This is an optimization exercise on Yosys and OpenROAD, whose aim is small area, not a production implementation.
Only simulation tests tie the RTL to the original design; equivalence was not proved.
Power is estimated from default activity; no workload was simulated.

## flow/config.mk

```make
export PLATFORM = sky130hd
export DESIGN_NAME = regfile_mp
export DESIGN_NICKNAME = regfile_mp
export VERILOG_FILES = /design/flow/design.v
export SDC_FILE = /design/flow/constraint.sdc
export NUM_CORES = 4
export LEC_CHECK = 0
export CAP_MARGIN = 20
export CORE_MARGIN = 2
export CORE_UTILIZATION = 40
export SETUP_SLACK_MARGIN = 0.2
export SLEW_MARGIN = 20
```

## flow/constraint.sdc

```tcl
create_clock -name core_clock -period 5.0 [get_ports {clk}]
set_input_delay 1.0000 -clock core_clock [delete_from_list [all_inputs] [get_ports {clk}]]
set_output_delay 1.0000 -clock core_clock [all_outputs]
set_load 0.01 [all_outputs]
```

## flow/design.v

```verilog
module regfile_mp #(
    parameter int XLEN     = 32,
    parameter int NREGS    = 32,
    parameter int NRD      = 2,
    parameter int BYPASS   = 1,
    parameter int ZERO_REG = 1,
    localparam int AW      = (NREGS > 1) ? $clog2(NREGS) : 1
) (
    input  logic                clk,
    input  logic                rst,
    input  logic                we,
    input  logic [AW-1:0]       wa,
    input  logic [XLEN-1:0]     wd,
    input  logic [NRD*AW-1:0]   ra,
    output logic [NRD*XLEN-1:0] rd,
    input  logic                busy_set,
    input  logic [AW-1:0]       busy_addr,
    output logic [NRD-1:0]      busy
);
    logic [XLEN-1:0]  regs [NREGS];
    logic [NREGS-1:0] pending;
    logic [AW-1:0]    ra_w [NRD];
    function automatic logic addr_valid(input logic [AW-1:0] a);
        addr_valid = ($unsigned(a) < NREGS) && !((ZERO_REG != 0) && (a == '0));
    endfunction
    for (genvar g = 0; g < NRD; g++) begin : g_ra
        assign ra_w[g] = ra[g*AW +: AW];
    end
    always_ff @(posedge clk) begin
        if (!rst) begin
            for (int i = 0; i < NREGS; i++) begin
                regs[i] <= '0;
            end
            pending <= '0;
        end else begin
            if (we && addr_valid(wa)) begin
                regs[wa]    <= wd;
                pending[wa] <= 1'b0;
            end
            if (busy_set && addr_valid(busy_addr)) begin
                pending[busy_addr] <= 1'b1;
            end
        end
    end
    always_comb begin
        rd   = '0;
        busy = '0;
        if (rst) begin
            for (int i = 0; i < NRD; i++) begin
                if (addr_valid(ra_w[i])) begin
                    if ((BYPASS != 0) && we && (wa == ra_w[i])) begin
                        rd[i*XLEN +: XLEN] = wd;
                        busy[i]            = 1'b0;
                    end else begin
                        rd[i*XLEN +: XLEN] = regs[ra_w[i]];
                        busy[i]            = pending[ra_w[i]];
                    end
                end
            end
        end
    end
endmodule
```

## flow/run.sh

```bash
#!/bin/bash
# synth_recipe.tcl (not shown) runs the flow's synth.tcl, then flattens the netlist and writes it again
# the make line also repeats each setting of config.mk as NAME=value (left out here)
make -C /OpenROAD-flow-scripts/flow DESIGN_CONFIG=/design/flow/config.mk WORK_HOME=/design/flow/orfs CLKGATE_MAP_FILE= SYNTH_SCRIPT=/design/flow/synth_recipe.tcl finish
```

==> impl_metrics.ini, run 1 <==
[status]
status = finished clean

[setup_path]
ff2ff_path_depth = 2
start_kind = input port
slowest_stage = a311oi_1
crit_arrival_ns = 3.83
cp_top_family = compound AO/OA/AOI/OAI gates
crit_type = in2out
crit_chain = buf_12, buf_4, mux4_2, a22oi_1, nand2_1, a311oi_1, o41ai_2, clkdlybuf4s50_1
cp-end-kind = output pin
slowest_delay_ns = 0.63
crit_fanout = 15
r2r_end = pending[16]
path_buf_inv = 3
reg2reg_slack_ns = 4.26
required_ns = 4.00
r2r_start = pending[16]

[die]
dieArea_sq_um = 147100
initial_core_util_pct = 40.20
core_sq_um = 143300
rows = 139
die_height_um = 383.5
die_w_um = 383.5
ios = 122

[place]
dp_hpwl_um = 130400
port_buffers = 121
gp_congestion = 0.8915

[timing]
min_period_ns = 4.835
max_freq_ghz = 0.2068
timing.final.crit_share_pct = 96.69
setup_viol = 0
drv_slew = 0
worst_slew_pin_slew_ns = 1.189
fin_skew_ns = 0
hold_ws_ns = 0.4934
rsz0062_at_grt = true
max_slew_margin_pct = 20.51
final-hold-violation-count = 0

[cts]
cts_buffers = 113
hold_buffers = 0
cts.sinks = 1056
cts_tree = yes
clk_pin_slew_ns = 0.07
htreeDepth = 3
clk_path_buf_depth = 3
clockRootBuffer = clkbuf_16
clkLatencyLatePin_ns = 0.71

[drt]
drc = 0
viasPerCell = 6.160
drtIter0Drc = 5038
first_pass_iters = 5
wl_um = 199500
wl_per_cell_um = 32.15
ant_nets = 0
vias = 38220

[synth]
ys.flop_type = edfxtp_1
ys_ff_latch = 1056
synth_top_area_cell = edfxtp_1
synth_area_sq_um = 57610
seq_area_frac_synth_pct = 54.49
avgSynthCellArea_sq_um = 14.27
synth_area_leaders = edfxtp_1, mux4_2, and2_1
synth_edf_count = 1024
synthesis.nets = 4103
synth_top_cells_by_count = and2_1, edfxtp_1, mux4_2
synthCells = 4038
async_reset_ff_share_pct = 0
yosys_warnings = 2
synth_top_area_share_pct = 53.38
yosysMostFrequentCell = and2_1
ys_types = 48

[global_route]
overflow = 0
grt_usage_pct = 27.00
grt_pass1_wl_um = 284100
antenna_found_initial = 14
grt_pass1_vias = 38000
grt_max_degree = 77

[run]
cap_violations = 0

[pwr]
p_seq_share_pct = 47.1
switchingPower_mw = 5.537
powerDensity_nw_per_um2 = 325.9
combPwrFrac_pct = 13.7
p_leak_nw = 23.43
swShare_pct = 25.10
power_mw = 22.06
peakVddDrop_v = 0.0002978
intPower_mw = 16.52
p_clk_share_pct = 39.1

[final_layout]
fillCellCount = 12310
areaGrowthSynthToFinish_pct = 17.49
drive_gt1_share_pct = 27.99
layout.nets = 4271

[hold_path]
holdPathStages = 2
hp-start = pending[0]
hold_path_end = pending[0]
hold_path.class = reg2reg
cell type report:
type	instances	area, sq um	area share (%)
Antenna cell	4	10.01	0.01479
Clock buffer	144	3039	4.490
Clock inverter	63	688.2	1.017
Inverter	7	26.28	0.03882
Multi-Input combinational cell	2552	25340	37.44
Sequential cell	1056	31390	46.38
Tap cell	1903	2381	3.518
Timing Repair Buffer	476	4811	7.108
stage by stage:
step	setup WS (ns)	instance area (sq um)	instances	util [%]	setup TNS, ns
6_report	0.1653	67690	6205	47.23	0
5_1_grt	0.1902	67680	6201	47.22	0
4_1_cts	0.1978	67440	6199	47.06	0
3_5_place_dp	-0.1615	63450	5989	44.27	-1.298
3_3_place_gp	-0.4195	63400	5988	44.24	-1.750
2_1_floorplan	-0.3681	57610	4038	-	-359.80
cell usage in the layout, fill, tap and decap left out, types with 49 or more instances in the layout:
| cell | synthesis | layout |
|---|---|---|
| mux2i_1 | 174 | 172 |
| and2_1 | 1030 | 1030 |
| clkbuf_16 | 0 | 117 |
| mux2_2 | 74 | 74 |
| nor2_1 | 83 | 49 |
| mux4_2 | 472 | 472 |
| edfxtp_1 | 1024 | 1024 |
| nand2_1 | 215 | 213 |
| buf_12 | 0 | 65 |
| clkdlybuf4s50_1 | 0 | 106 |
| buf_4 | 22 | 284 |
logic make-up after synthesis:
family	count (synthesis)	share of synthesized area, %
AOI/OAI and AO/OA	383	4.741
xor gates and xnor gates	19	0.2889
adders and majority gates	9	0.1955
buffers and inverters	430	3.269
DFF	1056	54.49
muxes	720	22.92
and+or+nand+nor	1421	14.10
worst max-delay path by stage:
stage / from / endpoint / slack (ns) / cells past startpoint
2_1_floorplan: wa[0] / regs[12][0] / -0.37 / 10
3_3_place_gp: wa[4] / rd[47] / -0.42 / 9
3_5_place_dp: wa[4] / rd[48] / -0.16 / 10
4_1_cts: wa[4] / rd[32] / 0.20 / 9
5_1_grt: ra[5] / rd[36] / 0.19 / 8
6_report: ra[5] / rd[46] / 0.17 / 8
power groups by stage:
stage	Combinational (mW)	Clock, mW	Sequential, mW
after floorplan	1.64	0	10.5
after global placement	2.91	0	10.5
after detailed placement	2.92	0	10.6
after CTS	2.96	8.71	10.4
after global routing	3.13	9.03	10.4
final	3.03	8.63	10.4
layer usage:
metal / wire length (um) / GRT usage, %
met1: 80300 / 37.59
met2: 93110 / 42.48
met3: 19530 / 5.300
met4: 6520 / 9.078
met5: 51 / 0
flip-flops by register name, summed over array words and instances, names as in the netlist:
register,count
regs,1024
pending,32
what timing repair did:
action	4_1_cts	5_1_grt
setup buffers	2	1
hold endpoints to repair	0	0
resized for setup	37	33
endpoints found under the setup margin	40	39
cloned	1	0
pin swaps	1	2
worst register-to-register path, delay by kind of cell, from the launching register on:
family             cells  cell delay (ns)
DFF                    1             0.36
AOI/OAI and AO/OA      2             0.30
==> run 2, diff against run 1 <==
==> flow/design.v (replaced) <==
module rf_hold (
    input  logic en,
    input  logic en_n,
    input  logic d,
    input  logic q,
    output logic y
);
    assign y = (en & d) | (en_n & q);
endmodule
module rf_aoi222 (
    input  logic a1, a2, b1, b2, c1, c2,
    output logic y
);
    assign y = ~((a1 & a2) | (b1 & b2) | (c1 & c2));
endmodule
module rf_aoi22 (
    input  logic a1, a2, b1, b2,
    output logic y
);
    assign y = ~((a1 & a2) | (b1 & b2));
endmodule
module rf_rdbit #(
    parameter int N = 32
) (
    input  logic [N-1:0] sel,
    input  logic [N-1:0] d,
    output logic         y
);
    localparam int N3 = N / 3;
    localparam int NR = N - 3 * N3;
    localparam int NG = N3 + ((NR != 0) ? 1 : 0);
    logic [NG-1:0] n;
    for (genvar k = 0; k < N3; k++) begin : g_aoi
        rf_aoi222 u_aoi (
            .a1(sel[3*k]),   .a2(d[3*k]),
            .b1(sel[3*k+1]), .b2(d[3*k+1]),
            .c1(sel[3*k+2]), .c2(d[3*k+2]),
            .y(n[k])
        );
    end
    if (NR == 2) begin : g_r2
        rf_aoi22 u_aoi (
            .a1(sel[3*N3]),   .a2(d[3*N3]),
            .b1(sel[3*N3+1]), .b2(d[3*N3+1]),
            .y(n[N3])
        );
    end else if (NR == 1) begin : g_r1
        assign n[N3] = ~(sel[3*N3] & d[3*N3]);
    end
    assign y = ~&n;
endmodule
module regfile_mp #(
    parameter int XLEN     = 32,
    parameter int NREGS    = 32,
    parameter int NRD      = 2,
    parameter int BYPASS   = 1,
    parameter int ZERO_REG = 1,
    localparam int AW      = (NREGS > 1) ? $clog2(NREGS) : 1
) (
    input  logic                clk,
    input  logic                rst,
    input  logic                we,
    input  logic [AW-1:0]       wa,
    input  logic [XLEN-1:0]     wd,
    input  logic [NRD*AW-1:0]   ra,
    output logic [NRD*XLEN-1:0] rd,
    input  logic                busy_set,
    input  logic [AW-1:0]       busy_addr,
    output logic [NRD-1:0]      busy
);
    localparam int FIRST = (ZERO_REG != 0) ? 1 : 0;
    localparam int NT    = NREGS - FIRST + 1;
    logic [XLEN-1:0]  regs [NREGS];
    logic [NREGS-1:0] pending;
    function automatic logic addr_valid(input logic [AW-1:0] a);
        addr_valid = ($unsigned(a) < NREGS) && !((ZERO_REG != 0) && (a == '0));
    endfunction
    logic [XLEN-1:0] wdg;
    assign wdg = wd & {XLEN{rst}};
    logic wr_ok, bs_ok;
    assign wr_ok = we && addr_valid(wa);
    assign bs_ok = busy_set && addr_valid(busy_addr);
    if (ZERO_REG != 0) begin : g_zero
        assign regs[0]    = '0;
        assign pending[0] = 1'b0;
    end
    for (genvar r = FIRST; r < NREGS; r++) begin : g_reg
        logic            wsel, bsel, en, en_n;
        logic [XLEN-1:0] q, dn;
        logic            p;
        assign wsel = wr_ok && (wa == AW'(r));
        assign bsel = bs_ok && (busy_addr == AW'(r));
        assign en   = !rst || wsel;
        assign en_n = !en;
        for (genvar b = 0; b < XLEN; b++) begin : g_bit
            rf_hold u_hold (.en(en), .en_n(en_n), .d(wdg[b]), .q(q[b]), .y(dn[b]));
        end
        always_ff @(posedge clk) begin
            q <= dn;
        end
        always_ff @(posedge clk) begin
            p <= rst && (bsel || (p && !wsel));
        end
        assign regs[r]    = q;
        assign pending[r] = p;
    end
    for (genvar g = 0; g < NRD; g++) begin : g_rd
        logic [AW-1:0]   a;
        logic            hit;
        logic [NT-1:0]   sel;
        logic [NT-1:0]   pt;
        assign a   = ra[g*AW +: AW] & {AW{rst}};
        assign hit = (BYPASS != 0) && we && addr_valid(a) && (wa == a);
        assign sel[0] = hit;
        for (genvar t = 1; t < NT; t++) begin : g_sel
            assign sel[t] = !hit && (a == AW'(t - 1 + FIRST));
            assign pt[t]  = pending[t - 1 + FIRST];
        end
        for (genvar b = 0; b < XLEN; b++) begin : g_bit
            logic [NT-1:0] dt;
            assign dt[0] = wd[b];
            for (genvar t = 1; t < NT; t++) begin : g_t
                assign dt[t] = regs[t - 1 + FIRST][b];
            end
            rf_rdbit #(.N(NT)) u_rd (.sel(sel), .d(dt), .y(rd[g*XLEN + b]));
        end
        rf_rdbit #(.N(NT-1)) u_busy (.sel(sel[NT-1:1]), .d(pt[NT-1:1]), .y(busy[g]));
    end
endmodule
--- a/flow/config.mk
+++ b/flow/config.mk
@@ -8,5 +8,6 @@
 export CAP_MARGIN = 20
 export CORE_MARGIN = 2
-export CORE_UTILIZATION = 40
-export SETUP_SLACK_MARGIN = 0.2
+export CORE_UTILIZATION = 65
+export SETUP_SLACK_MARGIN = 0.05
 export SLEW_MARGIN = 20
+export SYNTH_HIERARCHICAL = 1
==> impl_metrics.ini, run 2 <==
[status]
status = stopped before the end
failing_step = 5_1_grt
error_line = [ERROR GRT-0232] Routing congestion too high. Check the congestion heatmap in the GUI.

[synth]
seq_area_frac_synth_pct = 51.19
async_reset_ff_share_pct = 0
synth_edf_count = 0
synth_area_sq_um = 40010
synthesis.nets = 3385
avgSynthCellArea_sq_um = 12.02
ys_ff_latch = 1023
yosys_warnings = 8
synth_top_area_share_pct = 51.19
ys.flop_type = dfxtp_1
ys_types = 42
synth_area_leaders = dfxtp_1, a22o_1, a222oi_1
synthCells = 3329
yosysMostFrequentCell = dfxtp_1
synth_top_cells_by_count = dfxtp_1, a22o_1, a222oi_1
synth_top_area_cell = dfxtp_1

[place]
place_area_sq_um = 48350
port_buffers = 121
gp_congestion = 1.099
dp_hpwl_um = 123100

[cts]
clk_path_buf_depth = 3
cts_buffers = 98
htreeDepth = 3
clockRootBuffer = clkbuf_16
cts.sinks = 1023

[global_route]
grt_usage_pct = 83.84
grt_max_degree = 44
antenna_found_initial = 28
overflow = 13

[die]
rows = 90
initial_core_util_pct = 66.03
ios = 122
die_w_um = 252.1
die_height_um = 252.1

[timing]
postGrtWorstEndpoint = rd[55]
endpoint_type = primary output
-- run 2: changes by cell type after synthesis, sizes merged, moves of 63 or more --
cell	delta
mux2	-74
edfxtp	-1024
a22o	+1014
mux4	-472
nand4	+134
nand2	-199
clkbuf	-277
dfxtp	+991
mux2i	-174
and2	-996
or3	+63
buf	-123
a222oi	+660
-- run 2: how the worst max path moves through the flow --
stage	startpoint	endpoint	slack [ns]	cells after the start
after CTS	wa[1]	rd[55]	-0.33	16
after detailed placement	wa[1]	rd[49]	-1.17	13
after global placement	wa[1]	rd[49]	-1.17	13
after floorplan	wa[1]	g_reg[13].q[0]	-0.14	6
-- run 2: per-module statistics from Yosys (local to each module, per instance), a selection --
module      cell area [sq um]  cells
rf_aoi222               10.01      1
rf_aoi22                12.51      1
rf_hold                 8.758      1
regfile_mp              22330   1349
-- run 2: layer usage --
metal  global-route usage [%]  GRT overflow
met5                    55.29             0
met4                    79.92             8
met3                    75.26             1
met2                    94.41             3
met1                    84.45             1
-- run 2: per-stage QoR --
step	hold WS, ns	total power [mW]	cells	TNS, ns	worst slack [ns]
after CTS	0.4935	19.39	5061	-8.979	-0.3284
after floorplan	0.4448	10.51	3329	-26.82	-0.1372
after global placement	0.4681	11.50	4720	-61.08	-1.167
after detailed placement	0.4730	11.65	4728	-63.20	-1.172
-- run 2: cell families after synthesis --
| logic type | share of synthesized area, % |
|---|---|
| AO/OA/AOI/OAI | 41.68 |
| flip-flops | 51.19 |
| AND/OR/NAND/NOR | 6.468 |
| buffers and inverters | 0.6161 |
| XOR/XNOR | 0.04379 |
-- run 2: repair_timing --
action                                  4_1_cts
gates resized for setup                     538
endpoints found under the setup margin       66
cloned                                       18
endpoints found under the hold margin         0
pin swaps                                   341
hold buffers                                  0
setup buffers                               149
-- run 2: power by group through the flow --
stage | sequential [mW] | combinational [mW] | clock [mW]
CTS | 9.41 | 2.20 | 7.78
detailed placement | 9.56 | 2.09 | 0
global placement | 9.50 | 2.01 | 0
floorplan | 9.39 | 1.12 | 0
==> run 3, diff against run 2 <==
--- a/flow/design.v
+++ b/flow/design.v
@@ -21,8 +21,12 @@
 endmodule
 module rf_rdbit #(
-    parameter int N = 32
+    parameter int N   = 31,
+    parameter int BYP = 1
 ) (
     input  logic [N-1:0] sel,
     input  logic [N-1:0] d,
+    input  logic         byp,
+    input  logic         byp_n,
+    input  logic         bd,
     output logic         y
 );
@@ -48,5 +52,9 @@
         assign n[N3] = ~(sel[3*N3] & d[3*N3]);
     end
-    assign y = ~&n;
+    if (BYP != 0) begin : g_byp
+        assign y = (byp_n & ~&n) | (byp & bd);
+    end else begin : g_nobyp
+        assign y = byp_n & ~&n;
+    end
 endmodule
 module regfile_mp #(
@@ -70,5 +78,5 @@
 );
     localparam int FIRST = (ZERO_REG != 0) ? 1 : 0;
-    localparam int NT    = NREGS - FIRST + 1;
+    localparam int NR    = NREGS - FIRST;
     logic [XLEN-1:0]  regs [NREGS];
     logic [NREGS-1:0] pending;
@@ -107,23 +115,26 @@
     for (genvar g = 0; g < NRD; g++) begin : g_rd
         logic [AW-1:0]   a;
-        logic            hit;
-        logic [NT-1:0]   sel;
-        logic [NT-1:0]   pt;
-        assign a   = ra[g*AW +: AW] & {AW{rst}};
-        assign hit = (BYPASS != 0) && we && addr_valid(a) && (wa == a);
-        assign sel[0] = hit;
-        for (genvar t = 1; t < NT; t++) begin : g_sel
-            assign sel[t] = !hit && (a == AW'(t - 1 + FIRST));
-            assign pt[t]  = pending[t - 1 + FIRST];
+        logic            hit, hit_n;
+        logic [NR-1:0]   sel;
+        assign a     = ra[g*AW +: AW] & {AW{rst}};
+        assign hit   = (BYPASS != 0) && we && addr_valid(a) && (wa == a);
+        assign hit_n = !hit;
+        for (genvar t = 0; t < NR; t++) begin : g_sel
+            assign sel[t] = (a == AW'(t + FIRST));
         end
         for (genvar b = 0; b < XLEN; b++) begin : g_bit
-            logic [NT-1:0] dt;
-            assign dt[0] = wd[b];
-            for (genvar t = 1; t < NT; t++) begin : g_t
-                assign dt[t] = regs[t - 1 + FIRST][b];
+            logic [NR-1:0] dt;
+            for (genvar t = 0; t < NR; t++) begin : g_t
+                assign dt[t] = regs[t + FIRST][b];
             end
-            rf_rdbit #(.N(NT)) u_rd (.sel(sel), .d(dt), .y(rd[g*XLEN + b]));
+            rf_rdbit #(.N(NR), .BYP(1)) u_rd (
+                .sel(sel), .d(dt), .byp(hit), .byp_n(hit_n), .bd(wd[b]),
+                .y(rd[g*XLEN + b])
+            );
         end
-        rf_rdbit #(.N(NT-1)) u_busy (.sel(sel[NT-1:1]), .d(pt[NT-1:1]), .y(busy[g]));
+        rf_rdbit #(.N(NR), .BYP(0)) u_busy (
+            .sel(sel), .d(pending[NREGS-1:FIRST]), .byp(hit), .byp_n(hit_n), .bd(1'b0),
+            .y(busy[g])
+        );
     end
 endmodule
==> flow/flow/run.sh (new file) <==
#!/bin/bash
# Standard ORFS layout with two changes:
#  * ports are buffered with sky130_fd_sc_hd__buf_2 instead of the delay-cell buffer
#    that buffer_ports picks by default;
#  * CTS runs without dummy loads.
# The make output goes to make.log in the work folder; ORFS's per-step logs stay under orfs/logs.
set -euo pipefail
bash standard.sh \
  "BUFFER_PORTS_ARGS=-buffer_cell sky130_fd_sc_hd__buf_2" \
  "CTS_ARGS=-sink_clustering_enable -repair_clock_nets -dont_use_dummy_load" \
  finish > make.log 2>&1
==> flow/standard.sh (new file) <==
#!/bin/bash
# synth_recipe.tcl (not shown) runs the flow's synth.tcl, then flattens the netlist and writes it again
# the make line also repeats each setting of config.mk as NAME=value (left out here)
make -C /OpenROAD-flow-scripts/flow DESIGN_CONFIG=/design/flow/config.mk WORK_HOME=/design/flow/orfs CLKGATE_MAP_FILE= SYNTH_SCRIPT=/design/flow/synth_recipe.tcl "${@:-finish}"
--- a/flow/config.mk
+++ b/flow/config.mk
@@ -8,5 +8,5 @@
 export CAP_MARGIN = 20
 export CORE_MARGIN = 2
-export CORE_UTILIZATION = 65
+export CORE_UTILIZATION = 55
 export SETUP_SLACK_MARGIN = 0.05
 export SLEW_MARGIN = 20
removed: flow/run.sh
==> impl_metrics.ini, run 3 <==
[setup_path]
start_kind = input port
r2r_start = g_reg[19].p
required_ns = 4.00
slowest_stage = nor2_2
cp-end-kind = output pin
crit_top_cell = buf_2
crit_start = ra[7]
crit_type = in2out
crit_arrival_ns = 4.20
crit_chain = buf_2, nor2b_1, nand3_2, nor2_2, a222oi_1, nand4_1, a2111oi_2, o21ai_1, buf_2
crit_fanout = 13
slowest_delay_ns = 1.22

[final_layout]
reg.largest.list = g.q x992, g.p x31
areaGrowthSynthToFinish_pct = 17.66
final_util_pct = 65.27
layout.nets = 3942
largest_reg_flops = 992
fin_cells = 4845
final_cell_mix = dfxtp_1, a22o_1, a222oi_1
final_area_sq_um = 47540
fillCellCount = 5506
regMostFlops = g.q
drive_gt1_share_pct = 16.50
final_common_cell = dfxtp_1

[pwr]
powerDensity_nw_per_um2 = 381.7
p_leak_nw = 18.74
power_mw = 18.14
peakVddDrop_v = 0.0003397

[die]
ios = 122
core_sq_um = 72830
die_height_um = 275.0
rows = 99
dieArea_sq_um = 75650
initial_core_util_pct = 55.48
die_w_um = 275.0

[cts]
cts.sinks = 1023
cts_buffers = 104
clkLatencyLatePin_ns = 0.66
cts_tree = yes
htreeDepth = 3
clk_pin_slew_ns = 0.06
clockRootBuffer = clkbuf_16
clk_path_buf_depth = 3

[global_route]
use_met2_pct = 66.83
top_usage_layer = met2
overflow = 0
antenna_found_initial = 4
grt_pass1_vias = 39510
grt_use_met3_pct = 17.21
grt_max_degree = 52
use_met1_pct = 61.18
grt_pass1_wl_um = 269700
grt_usage_pct = 47.87

[drt]
wl_um = 194600
drtIter0Drc = 10820
viasPerCell = 8.690
first_pass_iters = 14
drc = 0
wl_per_cell_um = 40.17
vias = 42100
ant_nets = 0

[synth]
synthesis.nets = 3510
synth_area_sq_um = 40410
yosys_warnings = 8
synthCells = 3454
avgSynthCellArea_sq_um = 11.70

[place]
dp.cells = 4698
port_buffers = 121
gp_congestion = 1.108
dp_hpwl_um = 111900
pre_cts_ws_ns = 0.09976
place_area_sq_um = 44440

[hold_path]
hold_path.class = reg2reg
hp-start = g_reg[11].p

[timing]
setup_ws_ns = -0.1987
timing.final.crit_share_pct = 104.0
hold_ws_ns = 0.4735
min_period_ns = 5.199
fin_skew_ns = 0
drv_slew = 0
setup_viol = 37
fin_setup_tns_ns = -2.826
final-hold-violation-count = 0
rsz0062_at_grt = true
max_freq_ghz = 0.1924
max_slew_margin_pct = 7.885
worst_slew_pin_slew_ns = 1.380

[status]
status = complete, but fails checks
failed_checks = negative setup slack

[run]
cap_violations = 0
-- run 3: path summary, 6_finish.rpt --
| check | end | slack, ns | cells past startpoint |
|---|---|---|---|
| min reg2reg | g_reg[11].p | 0.47 | 2 |
| min | g_reg[11].p | 0.47 | 2 |
| max | rd[41] | -0.20 | 9 |
| max reg2reg | g_reg[19].p | 4.26 | 1 |
-- run 3: timing repair --
item / CTS / global route
hold buffers: 0 / 0
endpoints found under the setup margin: 0 / 13
gates resized for setup: 0 / 17
buffers inserted: 0 / 28
endpoints found under the hold margin: 0 / 0
-- run 3: layer usage --
metal	up-vias	wire length, um
met5	-	92
met4	6	16550
met3	970	33610
met2	4383	77020
met1	20200	67360
li1	16550	-
-- run 3: power breakdown --
part	switching, mW	internal, mW	total, mW
clock network	3.07	3.62	6.69
logic	1.28	0.764	2.05
registers	0.569	8.84	9.41
total	4.92	13.2	18.1
-- run 3: final cells by class --
cell class	count	area, sq um	area share, %
flip-flops and latches	1023	20480	43.08
multi-input cells	2309	20300	42.70
clock buffers	104	2603	5.474
repair buffers	338	2539	5.340
well taps	959	1200	2.524
inverters	110	412.9	0.8685
diodes	2	5.005	0.01053
-- run 3: critical path, delay by kind of cell --
kind                   cells  cell delay (ns)
AND/OR/NAND/NOR            4             2.26
AO/OA/AOI/OAI              3             0.61
buffers and inverters      2             0.31

## static timing again, ports no longer ideal
How much do the figures lean on ideal ports? The routed layouts below were timed once more, with nothing changed but the port constraints.
Step 1, drivers: a clkbuf_16 drives clk and a buf_2 each remaining input, both assumed.
Step 2 adds t to the input delays and takes it off the output delays; t is the mean of the earliest and latest rising clock arrival at the registers after step 1. Input paths then give back, and output paths get back, about the clock's delay inside the block.
Slacks: ideal / step 1 / step 2; pairs: ideal / step 1.
run | t (ns) | setup slack, ns | latest minus earliest clock arrival (ns)
run 1 | 0.796 | 0.165 / 0.088 / 0.088 | 0.024 / 0.024
run 3 | 0.722 | -0.199 / -0.219 / -0.219 | 0.057 / 0.057
The setup slack of run 1, which loses most, moves by -0.077 ns with the drivers and by -0.077 ns with both steps.
